What follows belongs to an exercise in optimizing a design on an open flow for small area; a production flow would make more cautious choices.
At most, simulation tests tie the RTL to the original design; equivalence was not proved.
For run 1, only the layout was checked, not whether the RTL still works.
No activity file was given, so power comes from the tool's default toggle rates.

## config.mk

```make
export PLATFORM = sky130hd
export DESIGN_NAME = sync_profiler
export DESIGN_NICKNAME = sync_profiler
export VERILOG_FILES = /design/flow/design.v
export SDC_FILE = /design/flow/constraint.sdc
export NUM_CORES = 4
export LEC_CHECK = 0
export CAP_MARGIN = 20
export CORE_MARGIN = 2
export CORE_UTILIZATION = 40
export PLACE_DENSITY = 0.45
export SLEW_MARGIN = 20
export BUFFER_PORTS_ARGS = -buffer_cell sky130_fd_sc_hd__buf_1
export CTS_ARGS = -sink_clustering_enable -repair_clock_nets -dont_use_dummy_load -buf_list sky130_fd_sc_hd__clkbuf_8 -sink_clustering_size 16 -sink_clustering_max_diameter 60
```

## design.v

```verilog
`default_nettype none
package sentinel_isa_pkg;
  localparam int unsigned INSTR_W = 32;
  localparam logic [INSTR_W-1:0] SENTINEL_START = 32'h5AA0_0013;
  localparam logic [INSTR_W-1:0] SENTINEL_END = 32'h5FF0_0013;
endpackage
`default_nettype wire
`default_nettype none
package profile_time_pkg;
  localparam int unsigned TS_W = 16;
  typedef logic [TS_W-1:0] timestamp_t;
  localparam timestamp_t SENTINEL_OVERHEAD = timestamp_t'(1);
endpackage
`default_nettype wire
`timescale 1ns/1ns
`default_nettype none
module sentinel_detector #(
  parameter int unsigned PW = 3
) (
  input  logic                            clk,
  input  logic                            i_reset,
  input  logic                            i_wb_valid,
  input  logic [sentinel_isa_pkg::INSTR_W-1:0] i_wb_instr,
  input  profile_time_pkg::timestamp_t    i_cnt,         
  input  profile_time_pkg::timestamp_t    i_cnt_next,    
  input  logic                            i_cnt_wraps,   
  input  logic [PW-1:0]                   i_rd_ptr,
  input  logic                            i_pop,
  output logic                            o_is_start,
  output logic                            o_acc,
  output logic [PW-1:0]                   o_wr_ptr,
  output logic                            o_empty,
  output profile_time_pkg::timestamp_t    o_start_ts,
  output logic                            o_ge_now,      
  output logic                            o_orphan_end,
  output logic                            o_overflow
);
  logic is_end, push, open_q, full_q;
  assign o_is_start = i_wb_valid && (i_wb_instr == sentinel_isa_pkg::SENTINEL_START);
  assign is_end     = i_wb_valid && (i_wb_instr == sentinel_isa_pkg::SENTINEL_END);
  assign push       = is_end && open_q;
  assign o_acc      = push && !full_q;
  assign o_empty    = (o_wr_ptr == i_rd_ptr) && !full_q;
  always_ff @(posedge clk) begin
    if (i_reset) begin
      open_q       <= 1'b0;
      o_orphan_end <= 1'b0;
      o_overflow   <= 1'b0;
      full_q       <= 1'b0;
      o_wr_ptr     <= '0;
    end else begin
      o_orphan_end <= is_end && !open_q;
      o_overflow   <= push && full_q;
      if (o_is_start)  open_q <= 1'b1;
      else if (is_end) open_q <= 1'b0;
      if (o_acc) o_wr_ptr <= o_wr_ptr + 1'b1;
      if (i_pop)
        full_q <= 1'b0;
      else if (o_acc && (PW'(o_wr_ptr + 1'b1) == i_rd_ptr))
        full_q <= 1'b1;
    end
  end
  always_ff @(posedge clk) begin
    if (o_is_start) o_start_ts <= i_cnt;
  end
  always_ff @(posedge clk) begin
    if (o_is_start) o_ge_now <= !i_cnt_wraps;
    else            o_ge_now <= (o_ge_now && !i_cnt_wraps) || (i_cnt_next == o_start_ts);
  end
endmodule
`default_nettype wire
`timescale 1ns/1ns
`default_nettype none
module sentinel_fifo #(
  parameter int unsigned N_TILES = 8,
  parameter int unsigned PW      = 3,
  parameter int unsigned SLOT    = 0
) (
  input  logic                                      clk,
  input  logic                                      i_reset,
  input  logic [N_TILES-1:0]                        i_acc,       
  input  logic [N_TILES-1:0]                        i_win,       
  input  logic [N_TILES*PW-1:0]                     i_wr_ptr,
  input  logic [N_TILES*profile_time_pkg::TS_W-1:0] i_start_ts,
  input  profile_time_pkg::timestamp_t              i_cnt,
  input  profile_time_pkg::timestamp_t              i_cnt_next,
  input  logic                                      i_cnt_wraps,
  input  logic                                      i_pop,       
  output profile_time_pkg::timestamp_t              o_start,
  output profile_time_pkg::timestamp_t              o_end
);
  localparam int unsigned TS_W = profile_time_pkg::TS_W;
  logic                         live;
  logic                         any_push;
  profile_time_pkg::timestamp_t cand;
  logic                         take_start;
  logic                         take_end;
  logic                         end_ge;      
  always_comb begin
    any_push = 1'b0;
    cand     = '0;
    for (int unsigned k = 0; k < N_TILES; k++) begin
      if (i_wr_ptr[k*PW +: PW] == PW'(SLOT)) begin
        if (i_acc[k]) any_push = 1'b1;
        if (i_win[k]) cand = cand | i_start_ts[k*TS_W +: TS_W];
      end
    end
  end
  assign take_start = any_push && (!live || cand > o_start);
  assign take_end   = any_push && (!live || end_ge);
  always_ff @(posedge clk) begin
    if (take_start) o_start <= cand;
    if (take_end)   o_end   <= i_cnt;
  end
  always_ff @(posedge clk) begin
    if (take_end) end_ge <= !i_cnt_wraps;
    else          end_ge <= (end_ge && !i_cnt_wraps) || (i_cnt_next == o_end);
  end
  always_ff @(posedge clk) begin
    if (i_reset)       live <= 1'b0;
    else if (i_pop)    live <= 1'b0;
    else if (any_push) live <= 1'b1;
  end
endmodule
`default_nettype wire
`timescale 1ns/1ns
`default_nettype none
module sync_reporter #(
  parameter int unsigned N_TILES = 8,
  parameter int unsigned PW      = 3
) (
  input  logic                  clk,
  input  logic [N_TILES-1:0]    i_is_start,
  input  logic [N_TILES-1:0]    i_ge_now,     
  input  logic [N_TILES-1:0]    i_acc,
  input  logic [N_TILES*PW-1:0] i_wr_ptr,
  output logic [N_TILES-1:0]    o_win
);
  localparam int unsigned NT = N_TILES;
  logic [NT*NT-1:0] ord;
  for (genvar a = 1; a < NT; a++) begin : gen_ord_a
    for (genvar b = 0; b < a; b++) begin : gen_ord_b
      always_ff @(posedge clk) begin
        if (i_is_start[a] && i_is_start[b]) ord[a*NT+b] <= 1'b1;
        else if (i_is_start[a])             ord[a*NT+b] <= i_ge_now[b];
        else if (i_is_start[b])             ord[a*NT+b] <= !i_ge_now[a];
      end
    end
  end
  always_comb begin
    for (int unsigned k = 0; k < NT; k++) begin
      o_win[k] = i_acc[k];
      for (int unsigned j = 0; j < NT; j++) begin
        if (i_acc[j] && i_wr_ptr[j*PW +: PW] == i_wr_ptr[k*PW +: PW]) begin
          if (j < k && !ord[k*NT+j]) o_win[k] = 1'b0;
          if (j > k &&  ord[j*NT+k]) o_win[k] = 1'b0;
        end
      end
    end
  end
endmodule
`default_nettype wire
`timescale 1ns/1ns
`default_nettype none
module sync_profiler #(
  parameter int unsigned N_TILES    = 8,
  parameter int unsigned FIFO_DEPTH = 8    
) (
  input  logic                                         clk,
  input  logic                                         i_reset,
  input  logic [N_TILES-1:0]                           i_wb_valid,
  input  logic [N_TILES*sentinel_isa_pkg::INSTR_W-1:0] i_wb_instr,
  output logic                                         o_sync_valid,
  output profile_time_pkg::timestamp_t                 o_sync_cycles,
  output profile_time_pkg::timestamp_t                 o_sync_count,
  output logic [N_TILES-1:0]                           o_orphan_end,
  output logic [N_TILES-1:0]                           o_overflow
);
  localparam int unsigned INSTR_W = sentinel_isa_pkg::INSTR_W;
  localparam int unsigned TS_W    = profile_time_pkg::TS_W;
  localparam int unsigned NT      = N_TILES;
  localparam int unsigned ND      = FIFO_DEPTH;
  localparam int unsigned PW      = (ND > 1) ? $clog2(ND) : 1;
  typedef profile_time_pkg::timestamp_t ts_t;
  ts_t  cycle_cnt;
  ts_t  cnt_next;
  logic cnt_wraps;
  assign cnt_next  = cycle_cnt + 1'b1;
  assign cnt_wraps = &cycle_cnt;
  always_ff @(posedge clk) begin
    if (i_reset) cycle_cnt <= '0;
    else         cycle_cnt <= cnt_next;
  end
  logic [NT-1:0]      is_start, acc, empty, ge_now, win;
  logic [NT*PW-1:0]   wr_ptr;
  logic [NT*TS_W-1:0] start_ts;
  logic [PW-1:0]      rd_ptr;
  logic               pop;
  ts_t                slot_start [ND];
  ts_t                slot_end   [ND];
  for (genvar k = 0; k < NT; k++) begin : gen_tile
    sentinel_detector #(
      .PW (PW)
    ) sentinel_detector_i (
      .clk          (clk),
      .i_reset      (i_reset),
      .i_wb_valid   (i_wb_valid[k]),
      .i_wb_instr   (i_wb_instr[k*INSTR_W +: INSTR_W]),
      .i_cnt        (cycle_cnt),
      .i_cnt_next   (cnt_next),
      .i_cnt_wraps  (cnt_wraps),
      .i_rd_ptr     (rd_ptr),
      .i_pop        (pop),
      .o_is_start   (is_start[k]),
      .o_acc        (acc[k]),
      .o_wr_ptr     (wr_ptr[k*PW +: PW]),
      .o_empty      (empty[k]),
      .o_start_ts   (start_ts[k*TS_W +: TS_W]),
      .o_ge_now     (ge_now[k]),
      .o_orphan_end (o_orphan_end[k]),
      .o_overflow   (o_overflow[k])
    );
  end
  sync_reporter #(
    .N_TILES (NT),
    .PW      (PW)
  ) sync_order_i (
    .clk        (clk),
    .i_is_start (is_start),
    .i_ge_now   (ge_now),
    .i_acc      (acc),
    .i_wr_ptr   (wr_ptr),
    .o_win      (win)
  );
  for (genvar s = 0; s < ND; s++) begin : gen_slot
    sentinel_fifo #(
      .N_TILES (NT),
      .PW      (PW),
      .SLOT    (s)
    ) sentinel_slot_i (
      .clk         (clk),
      .i_reset     (i_reset),
      .i_acc       (acc),
      .i_win       (win),
      .i_wr_ptr    (wr_ptr),
      .i_start_ts  (start_ts),
      .i_cnt       (cycle_cnt),
      .i_cnt_next  (cnt_next),
      .i_cnt_wraps (cnt_wraps),
      .i_pop       (pop && rd_ptr == PW'(s)),
      .o_start     (slot_start[s]),
      .o_end       (slot_end[s])
    );
  end
  assign pop = !(|empty);
  always_ff @(posedge clk) begin
    if (i_reset) begin
      rd_ptr       <= '0;
      o_sync_valid <= 1'b0;
      o_sync_count <= '0;
    end else begin
      o_sync_valid <= pop;
      if (pop) begin
        rd_ptr       <= rd_ptr + 1'b1;
        o_sync_count <= o_sync_count + 1'b1;
      end
    end
  end
  always_ff @(posedge clk) begin
    if (pop) begin
      o_sync_cycles <= slot_end[rd_ptr] - slot_start[rd_ptr] - profile_time_pkg::SENTINEL_OVERHEAD;
    end
  end
endmodule
`default_nettype wire
```

## flow/run.sh

```bash
#!/bin/bash
# The standard layout (standard.sh), with two changes to how cells are
# chosen: single-strength buffers on the ports, and a clock tree of
# mid-size buffers without dummy loads. Each tool's output goes to the ORFS
# logs under orfs/logs; make's own output to standard.log.
set -e
cp config.mk config_orig.mk
cat >> config.mk <<'CFG'
export BUFFER_PORTS_ARGS = -buffer_cell sky130_fd_sc_hd__buf_1
export CTS_ARGS = -sink_clustering_enable -repair_clock_nets -dont_use_dummy_load -buf_list sky130_fd_sc_hd__clkbuf_8 -sink_clustering_size 16 -sink_clustering_max_diameter 60
CFG
bash standard.sh > standard.log 2>&1
```

## constraint.sdc

```tcl
create_clock -name core_clock -period 25.0 [get_ports {clk}]
set_input_delay 5.0000 -clock core_clock [delete_from_list [all_inputs] [get_ports {clk}]]
set_output_delay 5.0000 -clock core_clock [all_outputs]
set_load 0.01 [all_outputs]
```

## standard.sh

```bash
#!/bin/bash
# synth_recipe.tcl (not shown) runs the flow's synth.tcl, then flattens the netlist and writes it again
# the make line also repeats each setting of config.mk as NAME=value (left out here)
make -C /OpenROAD-flow-scripts/flow DESIGN_CONFIG=/design/flow/config.mk WORK_HOME=/design/flow/orfs CLKGATE_MAP_FILE= SYNTH_SCRIPT=/design/flow/synth_recipe.tcl "${@:-finish}"
```

==> results of run 1 <==
## cells in the mapped netlist, types with 72 or more instances
cell	number	share of area [%]
sky130_fd_sc_hd__xnor2_1	239	5.7
sky130_fd_sc_hd__buf_1	72	0.73
sky130_fd_sc_hd__nand3_1	131	1.8
sky130_fd_sc_hd__a22oi_1	156	3.2
sky130_fd_sc_hd__clkbuf_1	287	2.9
sky130_fd_sc_hd__nor2_1	195	2.0
sky130_fd_sc_hd__edfxtp_1	400	33
sky130_fd_sc_hd__ha_1	199	6.8
sky130_fd_sc_hd__nor4_1	84	1.4
sky130_fd_sc_hd__a222oi_1	176	4.8
sky130_fd_sc_hd__dfxtp_1	144	7.8
sky130_fd_sc_hd__xor2_1	193	4.6
sky130_fd_sc_hd__nand4_1	257	4.4
sky130_fd_sc_hd__a21oi_1	93	1.3
sky130_fd_sc_hd__o21ai_0	84	1.1
sky130_fd_sc_hd__inv_1	212	2.2
sky130_fd_sc_hd__nand2_1	215	2.2
## metrics by stage
step / instance area (µm²) / instances / power [mW] / util, %
floorplan: 36800 / 3817 / 0.997 / -
global placement: 39500 / 5085 / 1.02 / 43.2
detailed placement: 39500 / 5085 / 1.02 / 43.2
CTS: 40300 / 5146 / 1.55 / 44.1
global route: 40300 / 5148 / 1.58 / 44.1
finish: 40300 / 5157 / 1.54 / 44.1
## logic make-up after synthesis
logic type,Yosys count,synth area share (%)
buffers and inverters,619,6.62
AOI/OAI and AO/OA,795,17.2
adders and majority gates,200,6.82
DFF,544,40.5
muxes,28,0.820
xor gates and xnor gates,432,10.3
and+or+nand+nor,1199,17.8
## worst max-delay path by stage
stage	slack, ns	start	depth (start not counted)	end
after floorplan	14.67	i_wb_instr[29]	21	gen_slot[5].sentinel_slot_i.o_start[0]
after global placement	13.90	i_wb_instr[38]	16	gen_slot[0].sentinel_slot_i.o_start[7]
after detailed placement	13.79	i_wb_instr[47]	16	gen_slot[0].sentinel_slot_i.o_start[2]
after CTS	14.59	i_wb_instr[47]	16	gen_slot[0].sentinel_slot_i.o_start[2]
after global routing	14.13	i_wb_instr[38]	21	gen_slot[2].sentinel_slot_i.o_start[14]
final	14.29	i_wb_instr[134]	19	gen_slot[0].sentinel_slot_i.o_start[2]
## power by group through the flow
| stage | Clock [mW] | Sequential, mW | Combinational (mW) |
|---|---|---|---|
| 2_1_floorplan | 0 | 0.979 | 0.0183 |
| 3_3_place_gp | 0 | 0.978 | 0.0430 |
| 3_5_place_dp | 0 | 0.978 | 0.0436 |
| 4_1_cts | 0.551 | 0.958 | 0.0438 |
| 5_1_grt | 0.576 | 0.957 | 0.0479 |
| 6_report | 0.540 | 0.958 | 0.0444 |
## state kept, by name, indices dropped and copies added (netlist names), 8 cells and up
name,cells
gen_slot.sentinel_slot_i.o_end,128
gen_slot.sentinel_slot_i.o_start,128
gen_tile.sentinel_detector_i.o_start_ts,128
sync_order_i.ord,28
gen_tile.sentinel_detector_i.o_wr_ptr,24
cycle_cnt,16
o_sync_count,16
o_sync_cycles,16
gen_slot.sentinel_slot_i.end_ge,8
gen_slot.sentinel_slot_i.live,8
gen_tile.sentinel_detector_i.full_q,8
gen_tile.sentinel_detector_i.o_ge_now,8
gen_tile.sentinel_detector_i.o_orphan_end,8
gen_tile.sentinel_detector_i.o_overflow,8
gen_tile.sentinel_detector_i.open_q,8
## worst min-delay path: cells and delay by family, from the launching register on
| family | cells | cell delay [ns] |
|---|---|---|
| flip-flops | 1 | 0.34 |
| AND/OR/NAND/NOR | 2 | 0.11 |
## routing by layer
metal	up-vias	wire [µm]	track usage, %
met2	2873	80500	58.3
met5	-	211	1.24
li1	14800	-	-
met1	17600	76400	51.8
met3	796	27300	17.5
met4	12	17400	27.9
## final cells by class
| cell class | count | area (µm²) | area share [%] |
|---|---|---|---|
| Inverter | 212 | 796 | 1.97 |
| Sequential cell | 544 | 14900 | 36.9 |
| Tap cell | 1186 | 1480 | 3.68 |
| Clock buffer | 61 | 840 | 2.08 |
| Antenna cell | 10 | 25.0 | 0.0620 |
| Multi-Input combinational cell | 2654 | 19800 | 49.1 |
| Timing Repair Buffer | 490 | 2500 | 6.21 |
==> results_dict.tcl, run 1 <==
set metrics [dict create \
    routed_wirelength_mm 202 \
    clk_latency_ns 0.82 \
    die_width_um 307 \
    final_nets 4429 \
    fmax_mhz 93.4 \
    layout_setup_ws_ns 14.29 \
    switching_share_of_power_pct 22.8 \
    slew-limit-headroom_pct 17.8 \
    synth.yosys.warnings 13 \
    post_route_cells_drive_above_1_share_pct 8.05 \
    power_switching_mw 0.351 \
    routed_wire_length_per_instance_um 39.1 \
    initial_utilization_pct 40.3 \
    detailroute.via_count 36100 \
    tritoncts "built" \
    worst_r2r_path_depth 18 \
    yosysSeqAreaShare_pct 40.5 \
    final_cell_mix "sky130_fd_sc_hd__edfxtp_1, sky130_fd_sc_hd__buf_1, sky130_fd_sc_hd__nand4_1" \
    r2r_setup_slack_ns 18.60 \
    gp_congestion 1.08 \
    power.sequential.fraction_pct 62.1 \
    synth.ff_latch_count 544 \
    cts_inserted_buffers 61 \
    top_level_ports 315 \
    core_um2 91400 \
    cpLargestDelayFamily "simple AND/OR/NAND/NOR gates" \
    hold_viol_final 0 \
    min_delay_worst_endpoint "gen_tile[1].sentinel_detector_i.o_overflow" \
    power_per_cell_area_nw_per_um2 38.2 \
    clock_share_of_power_pct 35.0 \
    path_clk_slew_ns 0.08 \
    mostFrequentLayoutCell "sky130_fd_sc_hd__edfxtp_1" \
    critical_path_cell_sequence "buf_1, nor4b_1, nand4b_1, or3_1, a311oi_1, and4_1, buf_4, and3_1, a222oi_1, and4_1, ha_1, nor2b_1, o21ai_0, nand2b_1, a21oi_1, o21ai_0, nand3_1, a211oi_1, o31a_1" \
    die_height_um 307 \
    criticalPathCategory "in2reg" \
    cts_num_sinks 544 \
    fin_worst_hold_slack_ns 0.468 \
    detailed_router_s_first_iteration_violation_count 6375 \
    dp.final_hpwl_mm 143 \
    number_of_max_capacitance_violations_reported 0 \
    globalRouteOverflowTotal 0 \
    power_frac_comb_pct 2.9 \
    period_minus_slack_ns 10.71 \
    worstPathArrival_ns 11.08 \
    hold_path.startpoint "gen_tile[1].sentinel_detector_i.open_q" \
    postSynthCellCount 3817 \
    post-place-ws_ns 13.79 \
    route.detailed.drc 0 \
    port_buffers 314 \
    first_global_vias 34400 \
    finalMaxSlewViolations 0 \
    grt_start_max_net_pins 63 \
    gr-usage-all-layers_pct 41.6 \
    antenna_violating_nets_post_route 0 \
    hold_class "reg2reg" \
    worst_setup_path_start_kind "primary input" \
    synthArstFlopShare_pct 0 \
    area_growth_from_synthesis_to_layout_pct 9.64 \
    ctsHoldBuffers 0 \
    cp_slowest_stage_delay_ns 0.99 \
    ctsResizeCount 0 \
    finClkSkew_ns 0.145 \
    cts_buffer_depth 3 \
    syn_nets 4283 \
    syn-cell-area_um2 36800 \
    avgSynthCellArea_um2 9.64 \
    post_synth_edffs 400 \
    worstMarginPinSlew_ns 1.22 \
    post-cts-setup-buffer-count 0 \
    hold_path_depth 2 \
    finalSetupViolations 0 \
    grt_setup_unrepaired "no" \
    synthFlopType "sky130_fd_sc_hd__edfxtp_1" \
    grt_first_pass_wirelength_mm 276 \
    timing.rr.end "gen_slot[0].sentinel_slot_i.o_start[2]" \
    first_pass_iteration_count_of_the_detailed_router 15 \
    crit-reg2reg-launch "gen_tile[5].sentinel_detector_i.o_wr_ptr[2]" \
    core.rowCount 111 \
    cts_htree_levels 2 \
    n_fill_cell 8828 \
    final.period_utilization_pct 42.8 \
    timing.setup.tns_ns 0 \
    post_synth_num_cell_types 82 \
    status "no timing/DRC/antenna violations" \
    clock-root-buffer "sky130_fd_sc_hd__clkbuf_8" \
    power.internal_mw 1.19 \
    critical-path-slowest-cell "sky130_fd_sc_hd__and3_1" \
    die_outline_area_um2 94400 \
    vdd_ir_drop_max_mv 0.0393 \
    critical_path_fanout_max 31 \
    crit_path_required_time_ns 25.37 \
    worst-path-buf-inv 2 \
    post_drt_via_cell_ratio 7.00 \
    leakage_nw 15.0 \
    antenna_found_initial 21 \
    worst_setup_path_end_kind "flop" \
]
==> run 2, diff against run 1 <==
--- a/design.v
+++ b/design.v
@@ -79,5 +79,4 @@
   input  logic                                      clk,
   input  logic                                      i_reset,
-  input  logic [N_TILES-1:0]                        i_acc,       
   input  logic [N_TILES-1:0]                        i_win,       
   input  logic [N_TILES*PW-1:0]                     i_wr_ptr,
@@ -101,7 +100,7 @@
     cand     = '0;
     for (int unsigned k = 0; k < N_TILES; k++) begin
-      if (i_wr_ptr[k*PW +: PW] == PW'(SLOT)) begin
-        if (i_acc[k]) any_push = 1'b1;
-        if (i_win[k]) cand = cand | i_start_ts[k*TS_W +: TS_W];
+      if (i_win[k] && i_wr_ptr[k*PW +: PW] == PW'(SLOT)) begin
+        any_push = 1'b1;
+        cand     = cand | i_start_ts[k*TS_W +: TS_W];
       end
     end
@@ -195,5 +194,5 @@
   logic [NT*PW-1:0]   wr_ptr;
   logic [NT*TS_W-1:0] start_ts;
-  logic [PW-1:0]      rd_ptr;
+  logic [PW-1:0]      rd_ptr;      
   logic               pop;
   ts_t                slot_start [ND];
@@ -241,5 +240,4 @@
       .clk         (clk),
       .i_reset     (i_reset),
-      .i_acc       (acc),
       .i_win       (win),
       .i_wr_ptr    (wr_ptr),
@@ -253,8 +251,8 @@
     );
   end
-  assign pop = !(|empty);
+  assign pop    = !(|empty);
+  assign rd_ptr = o_sync_count[PW-1:0];
   always_ff @(posedge clk) begin
     if (i_reset) begin
-      rd_ptr       <= '0;
       o_sync_valid <= 1'b0;
       o_sync_count <= '0;
@@ -262,5 +260,4 @@
       o_sync_valid <= pop;
       if (pop) begin
-        rd_ptr       <= rd_ptr + 1'b1;
         o_sync_count <= o_sync_count + 1'b1;
       end
==> results_dict.tcl, run 2 <==
set metrics [dict create \
    area_growth_from_synthesis_to_layout_pct 9.96 \
    post_layout_utilization_of_the_core_pct 44.2 \
    slew-limit-headroom_pct 21.9 \
    top_regs "gen_slot.sentinel_slot_i.o_end (128), gen_slot.sentinel_slot_i.o_start (128), gen_tile.sentinel_detector_i.o_start_ts (128)" \
    routed_wirelength_mm 172 \
    finalSetupViolations 0 \
    route.detailed.drc 0 \
    grt_first_pass_wirelength_mm 240 \
    finClkSkew_ns 0.0836 \
    worst_setup_path_start_kind "primary input" \
    gp_congestion 1.01 \
    cpLargestDelayFamily "simple AND/OR/NAND/NOR gates" \
    gr-usage-all-layers_pct 37.1 \
    post_synth_edffs 400 \
    syn_nets 4061 \
    post-place-ws_ns 13.47 \
    criticalPathCategory "in2reg" \
    die_width_um 301 \
    hold_viol_final 0 \
    synthTopCellsByArea "sky130_fd_sc_hd__edfxtp_1, sky130_fd_sc_hd__dfxtp_1, sky130_fd_sc_hd__ha_1" \
    post-synth-top-area-fraction_pct 34.0 \
    post-cts-setup-buffer-count 0 \
    port_buffers 314 \
    synthTopCellsByCount "sky130_fd_sc_hd__edfxtp_1, sky130_fd_sc_hd__a22oi_1, sky130_fd_sc_hd__clkbuf_1, sky130_fd_sc_hd__xor2_1, sky130_fd_sc_hd__inv_1" \
    synth_area_leader_cell "sky130_fd_sc_hd__edfxtp_1" \
    synthMostInstantiatedCell "sky130_fd_sc_hd__edfxtp_1" \
    critical-path-slowest-cell "sky130_fd_sc_hd__nor4_1" \
    ctsHoldBuffers 0 \
    layout_setup_ws_ns 14.23 \
    fin_worst_hold_slack_ns 0.480 \
    synthFlopType "sky130_fd_sc_hd__edfxtp_1" \
    cts_inserted_buffers 61 \
    fmax_mhz 92.8 \
    final.period_utilization_pct 43.1 \
    postSynthCellCount 3596 \
    timing.setup.tns_ns 0 \
    yosysSeqAreaShare_pct 42.0 \
    cts_buffer_depth 3 \
    cts_num_sinks 541 \
    routed_wire_length_per_instance_um 35.0 \
    syn-cell-area_um2 35400 \
    dp.final_hpwl_mm 122 \
    hold_class "reg2reg" \
    first_global_vias 31800 \
    grt_setup_unrepaired "no" \
    cp_slowest_stage_delay_ns 0.84 \
    worst_setup_path_end_kind "flop" \
    final_nets 4207 \
    globalRouteOverflowTotal 0 \
    critical_path_fanout_max 11 \
    first_pass_iteration_count_of_the_detailed_router 12 \
    crit-reg2reg-launch "gen_tile[5].sentinel_detector_i.o_wr_ptr[2]" \
    number_of_max_capacitance_violations_reported 0 \
    timing.rr.end "gen_slot[6].sentinel_slot_i.o_start[10]" \
    mostFrequentLayoutCell "sky130_fd_sc_hd__edfxtp_1" \
    synth.ff_latch_count 541 \
    top_level_ports 315 \
    status "no timing/DRC/antenna violations" \
    grt_start_max_net_pins 73 \
    die_outline_area_um2 90800 \
    critical_path_cell_sequence "buf_1, or4b_1, nor4_1, and4_1, nand4_1, or2_1, nor4_1, a2111oi_1, buf_4, ha_1, nor2b_1, o21a_1, o21a_1, o21a_1, o21a_1, o21a_1, o21a_1, o21ai_0, and4b_1, a211oi_2, buf_4" \
    min_delay_worst_endpoint "gen_tile[0].sentinel_detector_i.o_overflow" \
    r2r_setup_slack_ns 18.97 \
    worstPathArrival_ns 11.20 \
    vdd_ir_drop_max_mv 0.0334 \
    report.power.total_mw 1.53 \
    worst-path-buf-inv 3 \
    finalMaxSlewViolations 0 \
    detailed_router_s_first_iteration_violation_count 5578 \
    core_um2 88000 \
    synthArstFlopShare_pct 0 \
    power_per_cell_area_nw_per_um2 39.4 \
    crit_path_required_time_ns 25.43 \
    path_clk_slew_ns 0.07 \
    initial_utilization_pct 40.2 \
    tritoncts "built" \
    avgSynthCellArea_um2 9.83 \
    ctsResizeCount 0 \
    clock-root-buffer "sky130_fd_sc_hd__clkbuf_8" \
    synth.yosys.warnings 13 \
    hold_path_depth 2 \
    antenna_found_initial 11 \
    core.rowCount 109 \
    final_cell_mix "sky130_fd_sc_hd__edfxtp_1, sky130_fd_sc_hd__buf_1, sky130_fd_sc_hd__a22oi_1" \
    hold_path.startpoint "gen_tile[0].sentinel_detector_i.full_q" \
    n_fill_cell 8446 \
    post_drt_via_cell_ratio 6.66 \
    detailroute.via_count 32700 \
    antenna_violating_nets_post_route 0 \
    worst_r2r_path_depth 15 \
    cts_htree_levels 2 \
    period_minus_slack_ns 10.77 \
    worstMarginPinSlew_ns 1.16 \
    post_route_cells_drive_above_1_share_pct 7.75 \
    post_synth_num_cell_types 78 \
    critical_path.most_common_cell "sky130_fd_sc_hd__o21a_1" \
    clk_latency_ns 0.78 \
    die_height_um 301 \
    leakage_nw 13.8 \
]
## run 2: cells by family (layout without fill, tap and decap cells)
group	after synthesis	count (layout)	share of synthesized area, %
AOI/OAI and AO/OA	851	851	18.2
xor gates and xnor gates	429	429	10.6
adders and majority gates	199	199	7.06
buffers and inverters	586	730	6.48
DFF	541	541	42.0
muxes	17	17	0.510
other	0	5	0
and+or+nand+nor	973	973	15.2
## run 2: how the worst max path moves through the flow
stage | from | to | slack (ns) | cells after the start
6_report | i_wb_instr[47] | gen_slot[0].sentinel_slot_i.o_start[13] | 14.23 | 21
5_1_grt | i_wb_instr[47] | gen_slot[2].sentinel_slot_i.o_start[13] | 14.02 | 22
4_1_cts | i_wb_instr[17] | gen_slot[1].sentinel_slot_i.o_start[12] | 14.20 | 20
3_5_place_dp | i_wb_instr[47] | gen_slot[5].sentinel_slot_i.o_start[13] | 13.47 | 20
3_3_place_gp | i_wb_instr[17] | gen_slot[4].sentinel_slot_i.o_start[13] | 13.41 | 23
2_1_floorplan | i_wb_instr[17] | gen_slot[2].sentinel_slot_i.o_start[0] | 14.42 | 22
## run 2: metrics by stage
stage               area (µm²)  instances
floorplan                35400       3596
global placement         38000       4844
detailed placement       38000       4844
CTS                      38800       4905
global route             38900       4905
finish                   38900       4910
## run 2: routing by layer
layer  wire, µm  track usage [%]  vias to the layer above
met5         12            0.106                        -
met4       8740             15.2                        2
met3      23000             14.6                      519
met2      74100             56.3                     2436
met1      66200             46.8                    15900
li1           -                -                    13900
## run 2: final cells by class
| type | instances | area (µm²) | area share, % |
|---|---|---|---|
| Inverter | 229 | 860 | 2.21 |
| Sequential cell | 541 | 14800 | 38.2 |
| Multi-Input combinational cell | 2469 | 18700 | 48.2 |
| Clock buffer | 61 | 840 | 2.16 |
| Timing Repair Buffer | 440 | 2130 | 5.48 |
| Antenna cell | 5 | 12.5 | 0.0322 |
| Tap cell | 1165 | 1460 | 3.75 |
## run 2: worst min-delay path, stage by stage, from the launching register on
cell and delay (ns):
sky130_fd_sc_hd__dfxtp_1 0.33, sky130_fd_sc_hd__nand2_1 0.07, sky130_fd_sc_hd__nor3_1 0.04
## run 2: power breakdown
| part | switching (mW) | internal [mW] | leakage [nW] |
|---|---|---|---|
| clock network | 0.321 | 0.214 | 0.439 |
| logic | 0.0243 | 0.0190 | 8.19 |
| registers | 0.000787 | 0.953 | 5.14 |
| total | 0.347 | 1.19 | 13.8 |

## port drivers added, routing unchanged
No port has a modelled driver above. Below, the same layouts with a new extraction and two added sets of constraints.
Step 1, drivers: a clkbuf_16 drives clk and a buf_2 each remaining input, both assumed.
Step 2 moves the port delays by t, midway between the first and last clock arrival at a register: inputs arrive t later, outputs are due t later. That takes back most of the time a late clock gives input paths.
a / b / c = no drivers / after step 1 / after step 2; a / b = the first two.
run	t (ns)	setup WS [ns]	worst register clock-pin slew, ns	cell pins on the clock port's net
run 1	0.810	14.292 / 14.330 / 13.520	0.11 / 0.11	1
run 2	0.790	14.229 / 14.264 / 13.474	0.10 / 0.10	1
After both steps setup and hold are still met in every run listed. For run 1, which loses most, drivers alone change the setup slack by +0.038 ns; drivers and shift together by -0.772 ns.
